Source: an optimization exercise on an open RTL-to-GDS flow (aim: small area, a short achievable clock period and few clock cycles per item). Production flows keep margins and buffers that such runs may drop.
Where RTL was checked, it was by simulation tests only, not by an equivalence proof against the original.
Power figures rest on the tool's default switching activity, not on a simulated workload.

## juniper
==> flow/design.v (excerpt) <==
module muldiv_unit (
    input  logic                           clk,
    input  logic                           reset,
    input  logic                           req,
    input  muldiv_pkg::muldiv_req_t        req_data,
    output logic                           busy,
    output logic                           result_valid,
    output logic [rv_m_pkg::xlen-1:0]      result
);
For scale: about 140 flip-flops, ~100 I/O pins, roughly 0.016 mm² of cells after synthesis.
==> flow/config.mk <==
export PLATFORM = sky130hd
export DESIGN_NAME = muldiv_unit
export DESIGN_NICKNAME = muldiv_unit
export VERILOG_FILES = /design/flow/design.v
export SDC_FILE = /design/flow/constraint.sdc
export NUM_CORES = 4
export LEC_CHECK = 0
export CAP_MARGIN = 20
export CORE_MARGIN = 2
export CORE_UTILIZATION = 45
export CTS_BUF_LIST = sky130_fd_sc_hd__clkbuf_4 sky130_fd_sc_hd__clkbuf_8
export SETUP_SLACK_MARGIN = 1.0
export SLEW_MARGIN = 20
export SYNTH_HIERARCHICAL = 1
export SYNTH_MINIMUM_KEEP_SIZE = 0
==> flow/constraint.sdc <==
create_clock -name core_clock -period 5.0 [get_ports {clk}]
set_input_delay 1.0000 -clock core_clock [delete_from_list [all_inputs] [get_ports {clk}]]
set_output_delay 1.0000 -clock core_clock [all_outputs]
set_load 0.01 [all_outputs]
standard.sh (not shown) runs the stock make flow with config.mk's settings and CLKGATE_MAP_FILE= SYNTH_SCRIPT=/design/flow/synth_recipe.tcl, a recipe that flattens the netlist after the stock synthesis.
==> flow/flow/run.sh <==
#!/bin/bash
# Standard layout, with small fast buffers on the ports instead of ORFS's default
# port buffer. ORFS's own logs stay under orfs/logs; make's output goes to standard.log.
set -euo pipefail
export BUFFER_PORTS_ARGS="-buffer_cell sky130_fd_sc_hd__buf_1"
bash standard.sh > standard.log 2>&1
Testbench counts of juniper, summed over its fixed seeds: cycles 18,461, ops 2,400.
### juniper -> yarrow
- putting PLACE_DENSITY at 0.7 where nothing was set
==> flow/flow/run.sh <==
#!/bin/bash
# Standard layout, with small fast buffers on the ports instead of ORFS's default
# port buffer. ORFS's own logs stay under orfs/logs; make's output goes to standard.log.
set -euo pipefail
export BUFFER_PORTS_ARGS="-buffer_cell sky130_fd_sc_hd__buf_2"
bash standard.sh > standard.log 2>&1
Findings:
Ratio of final minimum period to clock period for yarrow: 0.30 points down relative to juniper
yarrow vs juniper, cell at the slowest stage of the critical path: mux4_2 vs a211oi_1
Taking juniper as the reference, in yarrow cell area up 110 µm², global-route track usage on met3 flat, via count +62.
[inputs] indigo vs yarrow
- PLACE_DENSITY no longer set, was 0.7
[summary]
The critical path's slowest cell comes out mux4_2 in one run and a21oi_1 in the other, namely in yarrow and indigo respectively.
indigo gives more register-to-register setup slack than yarrow did.
yarrow → indigo: via count of the first global-routing pass decreased by about 3.8% relative to the old numbers, post-route worst hold slack -0.012 ns, die outline area shows no meaningful change.
indigo vs. yarrow: CTS H-tree depth about even, detail-routed net length per standard cell rose 0.18 µm, number of flip-flops and latches about even.

* * *

## violet
muldiv_unit, a different RTL version from the one above (not shown whole).
Size: roughly 2300 cells after synthesis, about 140 flip-flops, roughly 100 I/O pins.
==> flow/config.mk <==
export PLATFORM = sky130hd
export DESIGN_NAME = muldiv_unit
export DESIGN_NICKNAME = muldiv_unit
export VERILOG_FILES = /design/flow/design.v
export SDC_FILE = /design/flow/constraint.sdc
export NUM_CORES = 4
export LEC_CHECK = 0
export CAP_MARGIN = 20
export CORE_MARGIN = 2
export CORE_UTILIZATION = 40
export SETUP_SLACK_MARGIN = 0.5
export SLEW_MARGIN = 20
==> flow/constraint.sdc <==
create_clock -name core_clock -period 5.0 [get_ports {clk}]
set_input_delay 1.0000 -clock core_clock [delete_from_list [all_inputs] [get_ports {clk}]]
set_output_delay 1.0000 -clock core_clock [all_outputs]
set_load 0.01 [all_outputs]
==> flow/flow/run.sh <==
#!/bin/bash
# Standard layout, with small fast buffers on the ports instead of ORFS's default
# port buffer. ORFS's own logs stay under orfs/logs; make's output goes to standard.log.
set -euo pipefail
export BUFFER_PORTS_ARGS="-buffer_cell sky130_fd_sc_hd__buf_2"
bash standard.sh > standard.log 2>&1
The following lists how maple was set up differently from violet:
# violet
export LEC_CHECK = 0
export CAP_MARGIN = 20
export CORE_MARGIN = 2
export CORE_UTILIZATION = 40
export SETUP_SLACK_MARGIN = 0.5
export SLEW_MARGIN = 20
create_clock -name core_clock -period 5.0 [get_ports {clk}]
# maple
export LEC_CHECK = 0
export CAP_MARGIN = 5
export CORE_MARGIN = 2
export CORE_UTILIZATION = 55
export SETUP_SLACK_MARGIN = 0.5
export SLEW_MARGIN = 5
create_clock -name core_clock -period 5.0 [get_ports {clk}]
==> flow/run.sh (new file) <==
#!/bin/bash
# synth_recipe.tcl (not shown) runs the flow's synth.tcl, then flattens the netlist and writes it again
# the make line also repeats each setting of config.mk as NAME=value (left out here)
make -C /OpenROAD-flow-scripts/flow DESIGN_CONFIG=/design/flow/config.mk WORK_HOME=/design/flow/orfs CLKGATE_MAP_FILE= SYNTH_SCRIPT=/design/flow/synth_recipe.tcl finish
removed: flow/flow/run.sh
removed: flow/standard.sh
Findings:
Number of global-route vias before repair in maple vs violet: up about 2.2%
Iteration count of the initial detailed-routing pass ends up higher on maple.
maple vs. violet: worst hold-check slack lost 0.015 ns, count of inverters not on the clock network in the layout up 1, number of antenna violations at the first check in global routing +4, total length of routed wires neither gained nor lost much, relative area change from synthesis to final layout went up.
maple vs violet: share of total power in combinational logic up
Comparing maple and violet, the lower switching power was measured on violet.
The flow did not stop early for maple: all stages ran, and the layout cleared the timing, design-rule and antenna checks.
Total placed instance area in maple is about 2.7% above violet.
Modified inputs, raven compared to maple
# maple
export LEC_CHECK = 0
export CAP_MARGIN = 5
export CORE_MARGIN = 2
export CORE_UTILIZATION = 55
export SETUP_SLACK_MARGIN = 0.5
export SLEW_MARGIN = 5
create_clock -name core_clock -period 5.0 [get_ports {clk}]
# raven
export LEC_CHECK = 0
export CAP_MARGIN = 20
export CORE_MARGIN = 2
export CORE_UTILIZATION = 40
export SETUP_SLACK_MARGIN = 0.7
export SLEW_MARGIN = 20
create_clock -name core_clock -period 5.0 [get_ports {clk}]
==> results.txt <==
On global-route usage: between maple and raven, it ends up lower for raven. Power dissipated in sequential cells in raven is about 2% above maple. Measured against each other, maple and raven differ in sequential share of power, the lower figure coming from maple. For maple, the endpoint of the worst setup timing path was d[21]$_DFFE_PP_, unlike raven, where it was d[30]$_DFFE_PP_. Going from maple to raven, total power grew slightly.
No functional check of the RTL was part of any run of this note.

* * *

muldiv_unit, a different RTL version from the one above (not shown whole).
Size: roughly 140 flip-flops, ~19000 sq um of cells after synthesis.
## muldiv_unit
module muldiv_unit (
    input  logic                           clk,
    input  logic                           reset,
    input  logic                           req,
    input  muldiv_pkg::muldiv_req_t        req_data,
    output logic                           busy,
    output logic                           result_valid,
    output logic [rv_m_pkg::xlen-1:0]      result
);
    function automatic logic [5:0] bitlen(input logic [31:0] v);
        logic [15:0] v16;
        logic [7:0]  v8;
        logic [3:0]  v4;
        logic [1:0]  v2;
        logic        z16, z8, z4, z2, z1;
        z16 = ~|v[31:16];
        v16 = z16 ? v[15:0] : v[31:16];
        z8  = ~|v16[15:8];
        v8  = z8 ? v16[7:0] : v16[15:8];
        z4  = ~|v8[7:4];
        v4  = z4 ? v8[3:0] : v8[7:4];
        z2  = ~|v4[3:2];
        v2  = z2 ? v4[1:0] : v4[3:2];
        z1  = ~v2[1];
        if (v == 32'b0)
            bitlen = 6'd0;
        else
            bitlen = 6'd32 - {1'b0, z16, z8, z4, z2, z1};
    endfunction
    logic s_idle, s_mstep, s_mfin, s_div1, s_dstep, s_dfin;
    logic [32:0]  x;        
    logic [31:0]  q;        
    logic [32:0]  d;        
    logic [4:0]   cnt;      
    logic [5:0]   la, lb;   
    logic         swp;      
    logic         first;    
    logic [2:0]   op;
    logic         a_neg;    
    logic         bz;       
    logic         triv;     
    logic         rv;
    logic [2:0]   r_op;
    logic [31:0]  r_a, r_b, r_as, r_bs;
    logic         r_div, r_a_signed, r_b_signed, r_swap;
    logic [7:0]   ta, tb;
    assign r_op = req_data.op;
    assign r_a  = req_data.a;
  ...
==> flow/config.mk <==
export PLATFORM = sky130hd
export DESIGN_NAME = muldiv_unit
export DESIGN_NICKNAME = muldiv_unit
export VERILOG_FILES = /design/flow/design.v
export SDC_FILE = /design/flow/constraint.sdc
export NUM_CORES = 4
export LEC_CHECK = 0
export CAP_MARGIN = 20
export CORE_MARGIN = 2
export CORE_UTILIZATION = 45
export CTS_BUF_LIST = sky130_fd_sc_hd__clkbuf_4 sky130_fd_sc_hd__clkbuf_8
export SETUP_SLACK_MARGIN = 1.3
export SLEW_MARGIN = 20
export SYNTH_HIERARCHICAL = 1
export SYNTH_MINIMUM_KEEP_SIZE = 0
==> flow/constraint.sdc <==
create_clock -name core_clock -period 5.0 [get_ports {clk}]
set_input_delay 1.0000 -clock core_clock [delete_from_list [all_inputs] [get_ports {clk}]]
set_output_delay 1.0000 -clock core_clock [all_outputs]
set_load 0.01 [all_outputs]
==> flow/flow/run.sh <==
#!/bin/bash
# Standard layout, with small fast buffers on the ports instead of ORFS's default
# port buffer. ORFS's own logs stay under orfs/logs; make's output goes to standard.log.
set -euo pipefail
export BUFFER_PORTS_ARGS="-buffer_cell sky130_fd_sc_hd__buf_2"
bash standard.sh > standard.log 2>&1
Testbench counts at the start, summed over its fixed seeds: cycles 18,461, ops 2,400.
Edit:
- SETUP_SLACK_MARGIN: 1.3 -> 1.0
Effect: Wire length came out lower by 6.1%; register-to-register slack gets worse by 0.22 ns; area after synthesis is unchanged; first-iteration DRC count came out lower by 6.4%.
Edit:
- CORE_UTILIZATION: 45 -> 50
What happened:
- clock-buffer cell count climbs by 1
- power drops by 2.5%
- clock power drops by about 9%
- non-clock buffer count climbs by 8
- sequential power hardly moves
- setup slack improves by 0.025 ns
- die area drops by 9.8%
- wire length drops by 2.9%
- global-route usage climbs by 3.0 points
- critical path depth climbs by 1

* * *

## before
muldiv_unit, a different RTL version from the one above (not shown whole).
Size in the first run: ~2,000 cells after synthesis, about 140 flip-flops, roughly 100 I/O pins, ~0.016 sq mm of cells after synthesis.
clock: 5.0 ns
lec_check: 0
cap_margin: 20
core_margin: 2
core_utilization: 52
cts_buf_list: sky130_fd_sc_hd__clkbuf_4 sky130_fd_sc_hd__clkbuf_8
setup_slack_margin: 1.0
slew_margin: 20
synth_hierarchical: 1
synth_minimum_keep_size: 0
Scripts as last shown in full above: flow/flow/run.sh
before was carried through to the last stage, and its layout satisfied the timing, design-rule and antenna checks.
Testbench counts of before, summed over its fixed seeds: cycles 18,461, ops 2,400.
#### Input delta (after over before)
diff --git a/flow/config.mk b/flow/config.mk
--- a/flow/config.mk
+++ b/flow/config.mk
@@ -8,5 +8,5 @@
 export CAP_MARGIN = 20
 export CORE_MARGIN = 2
-export CORE_UTILIZATION = 52
+export CORE_UTILIZATION = 45
 export CTS_BUF_LIST = sky130_fd_sc_hd__clkbuf_4 sky130_fd_sc_hd__clkbuf_8
 export SETUP_SLACK_MARGIN = 1.0
## What came out
In terms of flip-flop and latch area, after and before differ only marginally.
Re post-synthesis cell count: no difference whatsoever between after and before.
Relative to before, final critical delay including setup and external delays decreased by 74 ps in after.
Number of ordinary and repair buffers in the finished layout, before and after: higher on before

* * *

muldiv_unit, a different RTL version from the one above (not shown whole).
Size in the first run: roughly 140 flip-flops, roughly 18,000 um^2 of cells after synthesis.
clock: 5.0 ns
lec_check: 0
cap_margin: 20
core_margin: 2
core_utilization: 40
setup_slack_margin: 0.7
slew_margin: 20
synth_hierarchical: 1
synth_minimum_keep_size: 0
run.sh (not shown) runs the stock make flow with config.mk's settings and CLKGATE_MAP_FILE= SYNTH_SCRIPT=/design/flow/synth_recipe.tcl, a recipe that flattens the netlist after the stock synthesis.
Stock flow here: none of the scripts above is used.
Testbench counts at the start, summed over its fixed seeds: cycles 18,461, ops 2,400.
==> next run, changes <==
Settings changed: SETUP_SLACK_MARGIN 0.7 to 1.0.
What happened: Final area grows by 4.1%; routed wire length climbs by 1.9%; final cell count goes up by 1.4%; count of clock-buffer cells in the layout stays the same; area after synthesis does not change; sequential power is about the same; critical path depth rose by 2; non-clock buffer count goes up by 39.
==> next run, changes <==
==> flow/flow/run.sh (new file) <==
#!/bin/bash
# Standard layout, with small fast buffers on the ports instead of ORFS's default
# port buffer. ORFS's own logs stay under orfs/logs; make's output goes to standard.log.
set -euo pipefail
export BUFFER_PORTS_ARGS="-buffer_cell sky130_fd_sc_hd__buf_2"
bash standard.sh > standard.log 2>&1
==> flow/standard.sh (new file) <==
#!/bin/bash
# synth_recipe.tcl (not shown) runs the flow's synth.tcl, then flattens the netlist and writes it again
# the make line also repeats each setting of config.mk as NAME=value (left out here)
make -C /OpenROAD-flow-scripts/flow DESIGN_CONFIG=/design/flow/config.mk WORK_HOME=/design/flow/orfs CLKGATE_MAP_FILE= SYNTH_SCRIPT=/design/flow/synth_recipe.tcl "${@:-finish}"
Settings changed: SETUP_SLACK_MARGIN 1.0 to 0.7.
removed: flow/run.sh
Die area stays the same. Global-route usage came out higher by 0.96 points. Clock skew hardly moves. Design area went down by a little under a tenth. Wire length grows slightly.

* * *

rev 12:
The RTL this note starts from:
==> flow/design.v <==
`default_nettype none
package rv_m_pkg;
    localparam int unsigned xlen = 32;
    typedef enum logic [2:0] {
        op_mul    = 3'd0,   
        op_mulh   = 3'd1,   
        op_mulhsu = 3'd2,   
        op_mulhu  = 3'd3,   
        op_div    = 3'd4,
        op_divu   = 3'd5,
        op_rem    = 3'd6,
        op_remu   = 3'd7
    } muldiv_op_e;
    localparam int unsigned op_div_bit = 2;
endpackage
`default_nettype wire
`default_nettype none
package muldiv_pkg;
    typedef struct packed {
        logic [2:0]                   op;   
        logic [31:0]                  a;
        logic [31:0]                  b;
    } muldiv_req_t;
    typedef struct packed {
        logic [31:0]                  quotient;
        logic [31:0]                  remainder;
    } div_result_t;
    localparam int unsigned div_iterations = 32;
    localparam int unsigned mul_iterations = 32;
    typedef enum logic [1:0] {
        div_idle, div_init, div_divide, div_finish
    } div_state_e;
    typedef enum logic [1:0] {
        mul_idle, mul_run, mul_finish
    } mul_state_e;
    typedef enum logic [1:0] {
        seq_idle, seq_mul, seq_div
    } seq_state_e;
endpackage
`default_nettype wire
`timescale 1ns/1ps
`default_nettype none
module muldiv_unit (
    input  logic                           clk,
    input  logic                           reset,
    input  logic                           req,
    input  muldiv_pkg::muldiv_req_t        req_data,
    output logic                           busy,
    output logic                           result_valid,
    output logic [rv_m_pkg::xlen-1:0]      result
);
    function automatic logic [5:0] bitlen(input logic [31:0] v);
        logic [15:0] v16;
        logic [7:0]  v8;
        logic [3:0]  v4;
        logic [1:0]  v2;
        logic        z16, z8, z4, z2, z1;
        z16 = ~|v[31:16];
        v16 = z16 ? v[15:0] : v[31:16];
        z8  = ~|v16[15:8];
        v8  = z8 ? v16[7:0] : v16[15:8];
        z4  = ~|v8[7:4];
        v4  = z4 ? v8[3:0] : v8[7:4];
        z2  = ~|v4[3:2];
        v2  = z2 ? v4[1:0] : v4[3:2];
        z1  = ~v2[1];
        if (v == 32'b0)
            bitlen = 6'd0;
        else
            bitlen = 6'd32 - {1'b0, z16, z8, z4, z2, z1};
    endfunction
    typedef enum logic [2:0] {
        st_idle, st_mstep, st_mfin, st_div1, st_dstep, st_dfin
    } state_e;
    state_e       state;
    logic [32:0]  x;        
    logic [31:0]  q;        
    logic [32:0]  d;        
    logic [4:0]   cnt;      
    logic [4:0]   nm1;      
    logic         first;    
    logic [2:0]   op;
    logic         a_neg;    
    logic         triv;     
    logic         bz;       
    logic         bth_one, bth_two, bth_neg;   
    logic         rv;
    logic [2:0]   r_op;
    logic [31:0]  r_a, r_b;
    logic         r_div, r_a_signed, r_b_signed;
    logic [5:0]   la, lb;
    logic [6:0]   kdiff;
    logic         r_bz;
    assign r_op = req_data.op;
    assign r_a  = req_data.a;
    assign r_b  = req_data.b;
    assign r_div      = r_op[2];
    assign r_a_signed = !(r_op[0] && (r_op[1] || r_op[2]));       
    assign r_b_signed = (r_op == 3'd0) || (r_op == 3'd1) || (r_op == 3'd4) || (r_op == 3'd6);
    assign la = bitlen(r_a ^ {32{r_a_signed & r_a[31]}});
    assign lb = bitlen(r_b ^ {32{r_b_signed & r_b[31]}});
    assign r_bz  = (r_b == 32'b0);
    logic        r_swap;
    logic [5:0]  lm;
    logic [32:0] r_ax, r_bx;
    assign r_swap = !r_div && (lb < la);
    assign lm     = r_swap ? lb : la;
    assign r_ax   = {r_a_signed & r_a[31], r_a};
    assign r_bx   = {r_b_signed & r_b[31], r_b};
    assign kdiff = {1'b0, la} - {1'b0, lb}
                   + {6'b0, r_a_signed & r_a[31] & !(r_b_signed & r_b[31])};
    logic last, finishing, accept;
    logic is_rem, q_neg, mul_lo;
    assign is_rem = op[1];
    assign mul_lo = (op[1:0] == 2'd0);
    assign q_neg  = a_neg ^ d[32];
    assign last   = (cnt == 5'd0);
    always_comb begin
        case (state)
            st_mfin:  finishing = 1'b1;
            st_div1:  finishing = triv;
            st_dstep: finishing = last && !is_rem && !q_neg;
            st_dfin:  finishing = 1'b1;
            default:  finishing = 1'b0;
        endcase
    end
    assign busy   = !((state == st_idle) || finishing);
    assign accept = req && !busy;
    logic [34:0] add_a, add_b, sum;
    logic        add_cin;
    logic [34:0] dx;
    logic        u_one, u_two, u_neg;
    assign dx = {{2{d[32]}}, d};
    always_comb begin
        add_a = {{2{x[32]}}, x};
        case (state)
            st_mstep: if (first) add_a = '0;
            st_div1:  begin
                if (triv) add_a = is_rem ? {{2{x[32]}}, x} : (bz ? '1 : '0);
                else      add_a = a_neg ? ~{{2{x[32]}}, x} : {{2{x[32]}}, x};
            end
            st_dfin:  begin
                if (is_rem) add_a = a_neg ? ~{{2{x[32]}}, x} : {{2{x[32]}}, x};
                else        add_a = ~{3'b0, q};
            end
            default: ;
        endcase
        u_one = 1'b0;
        u_two = 1'b0;
        u_neg = 1'b0;
        case (state)
            st_mstep: begin u_one = bth_one; u_two = bth_two; u_neg = bth_neg; end
            st_mfin:  u_one = 1'b1;                  
            st_dstep: begin u_one = 1'b1; u_neg = !d[32]; end   
            default: ;
        endcase
        add_b = ({35{u_one}} & dx) | ({35{u_two}} & {dx[33:0], 1'b0});
        add_b = u_neg ? ~add_b : add_b;
        add_cin = u_neg;
        case (state)
            st_div1: add_cin = !triv && a_neg;
            st_dfin: add_cin = is_rem ? a_neg : 1'b1;
            default: ;
        endcase
    end
    assign sum = add_a + add_b + {34'b0, add_cin};
    logic fits;
    assign fits = !sum[34];
    logic [31:0] fh, fl;
    logic [4:0]  fs;
    logic [63:0] fcat;
    logic [94:0] fsh;
    logic [32:0] fun;
    always_comb begin
        if (state == st_div1) begin
            fh = {d[32], d[32:2]};
            fl = {d[1:0], 30'b0};
            fs = cnt;
        end else if (mul_lo) begin
            fh = x[31:0];
            fl = q;
            fs = {nm1[3:0], 1'b0};
        end else begin
            fh = {32{x[31]}};
            fl = x[31:0];
            fs = {nm1[3:0], 1'b0};
        end
    end
    assign fcat = {fh, fl};
    assign fsh  = {31'b0, fcat} << fs;
    assign fun  = fsh[62:30];
    always_ff @(posedge clk) begin
        if (reset) begin
            state <= st_idle;
            rv    <= 1'b0;
        end else begin
            rv <= finishing;
            if (accept) begin
                state <= r_div ? st_div1 : st_mstep;
            end else begin
                case (state)
                    st_mstep: if (last) state <= st_mfin;
                    st_mfin:  state <= st_idle;
                    st_div1:  state <= triv ? st_idle : st_dstep;
                    st_dstep: if (last) state <= finishing ? st_idle : st_dfin;
                    st_dfin:  state <= st_idle;
                    default:  state <= st_idle;
                endcase
            end
        end
    end
    always_ff @(posedge clk) begin
        if (accept) begin
            x       <= r_swap ? r_bx : r_ax;
            d       <= r_swap ? r_ax : r_bx;
            op      <= r_op;
            first   <= 1'b1;
            a_neg   <= r_div & r_a_signed & r_a[31];
            bz      <= r_bz;
            triv    <= r_bz | kdiff[6];
            if (r_div) begin
                cnt <= kdiff[4:0];
                nm1 <= kdiff[4:0];
            end else begin
                cnt <= lm[5] ? 5'd15 : lm[5:1];   
                nm1 <= lm[5:1];
            end
            bth_one <= r_swap ? r_b[0] : r_a[0];
            bth_two <= r_swap ? (r_b[1] & !r_b[0]) : (r_a[1] & !r_a[0]);
            bth_neg <= r_swap ? r_b[1] : r_a[1];
        end else begin
            case (state)
                st_mstep: begin
                    x     <= sum[34:2];
                    first <= 1'b0;
                    cnt   <= cnt - 5'd1;
                    begin : booth_next
                        logic [2:0] t;
                        t = first ? x[3:1] : q[3:1];
                        bth_one <= t[1] ^ t[0];
                        bth_two <= (t == 3'b011) || (t == 3'b100);
                        bth_neg <= t[2];
                    end
                end
                st_div1: begin
                    if (!triv) begin
                        x <= sum[32:0];
                        d <= fun;
                    end
                end
                st_dstep: begin
                    if (fits)
                        x <= sum[32:0];
                    d   <= {d[32], d[32:1]};
                    cnt <= cnt - 5'd1;
                end
                default: ;
            endcase
        end
        case (state)
            st_mstep: q <= {sum[1:0], first ? x[31:2] : q[31:2]};
            st_mfin:  q <= nm1[4] ? sum[31:0] : fun[31:0];
            st_div1:  q <= triv ? sum[31:0] : 32'b0;
            st_dstep: q <= {q[30:0], fits};
            st_dfin:  q <= sum[31:0];
            default: ;
        endcase
    end
    assign result_valid = rv;
    assign result       = q;
endmodule
`default_nettype wire
export LEC_CHECK = 0
export ABC_CLOCK_PERIOD_IN_PS = 3000
export CAP_MARGIN = 20
export CORE_MARGIN = 2
export CORE_UTILIZATION = 40
export SETUP_SLACK_MARGIN = 1.2
export SLEW_MARGIN = 20
create_clock -name core_clock -period 5.0 [get_ports {clk}]
Stock flow here: none of the scripts above is used.
In rev 12 the implementation ran to completion but is not tape-out ready, as the final checks report setup timing.
[inputs] rev 13 vs rev 12
Settings: SETUP_SLACK_MARGIN removed (was 1.2).
### Flow results
Of the runs rev 13 and rev 12, none of them finished clean.
Rev 13 had finished all stages when the layout checks came back failing, citing setup timing.
Rev 13 vs rev 12 on total global-route track usage: rev 13 is the lower one.
Rev 13 vs. rev 12: total power moved down, met2 demand-to-capacity share in global routing shows a reduction of 1.6 points, fraction of area in multi-input gates higher, reported combinational group power fell 12%.
Measured against each other, rev 13 and rev 12 differ in final-stage net count, the lower figure coming from rev 13.
Rev 13 vs rev 12: met1 wire length up slightly
Re average instance area after synthesis: no difference whatsoever between rev 12 and rev 13.
Changes observed in rev 13 relative to rev 12: routing usage on met3 went down 1.6 points, vias per cell has decreased, synthesized net count held steady.
No functional check of the RTL was part of any run of this note.

afterwards: timing with drivers on the ports:
How much do the figures lean on ideal ports? The routed layouts below were timed once more, with nothing changed but the port constraints.
Step 1: set_driving_cell puts a clkbuf_16 on clk and a buf_2 on each other input, an assumption about the parent block.
Step 2, shift: input delay + t, output delay - t, t = (earliest + latest rising clock arrival at the registers) / 2. This alone moves slack from input paths to output paths.
Slacks: ideal / step 1 / step 2; pairs: ideal / step 1.
| run | shift t [ns] | setup WS [ns] | worst setup path at the end |
|---|---|---|---|
| juniper | 0.565 | 0.980 / 0.977 / 0.515 | input to register |
| yarrow | 0.535 | 0.995 / 0.995 / 0.676 | input to register |
| indigo | 0.571 | 1.044 / 1.031 / 0.636 | input to register |
| violet | 0.520 | 0.588 / 0.588 / 0.197 | input to register |
| maple | 0.514 | 0.385 / 0.385 / 0.134 | input to register |
| raven | 0.522 | 0.746 / 0.746 / 0.344 | input to register |
| the first run of note 3 | 0.554 | 1.225 / 1.225 / 0.807 | input to register |
| the second run of note 3 | 0.565 | 1.009 / 1.009 / 0.564 | input to register |
| the third run of note 3 | 0.551 | 1.034 / 1.034 / 0.625 | input to register |
| before | 0.522 | 0.941 / 0.941 / 0.699 | input to register |
| after | 0.559 | 1.016 / 1.016 / 0.667 | input to register |
| the first run of note 5 | 0.495 | 0.753 / 0.753 / 0.377 | input to register |
| the second run of note 5 | 0.499 | 1.009 / 1.009 / 0.598 | input to register |
| the third run of note 5 | 0.510 | 0.731 / 0.731 / 0.425 | input to register |
| rev 12 | 0.506 | -0.273 / -0.249 / -0.755 | input to register |
| rev 13 | 0.498 | -0.187 / -0.173 / -0.672 | input to register |
The setup slack of rev 13, which loses most, moves by +0.014 ns with the drivers and by -0.485 ns with both steps.
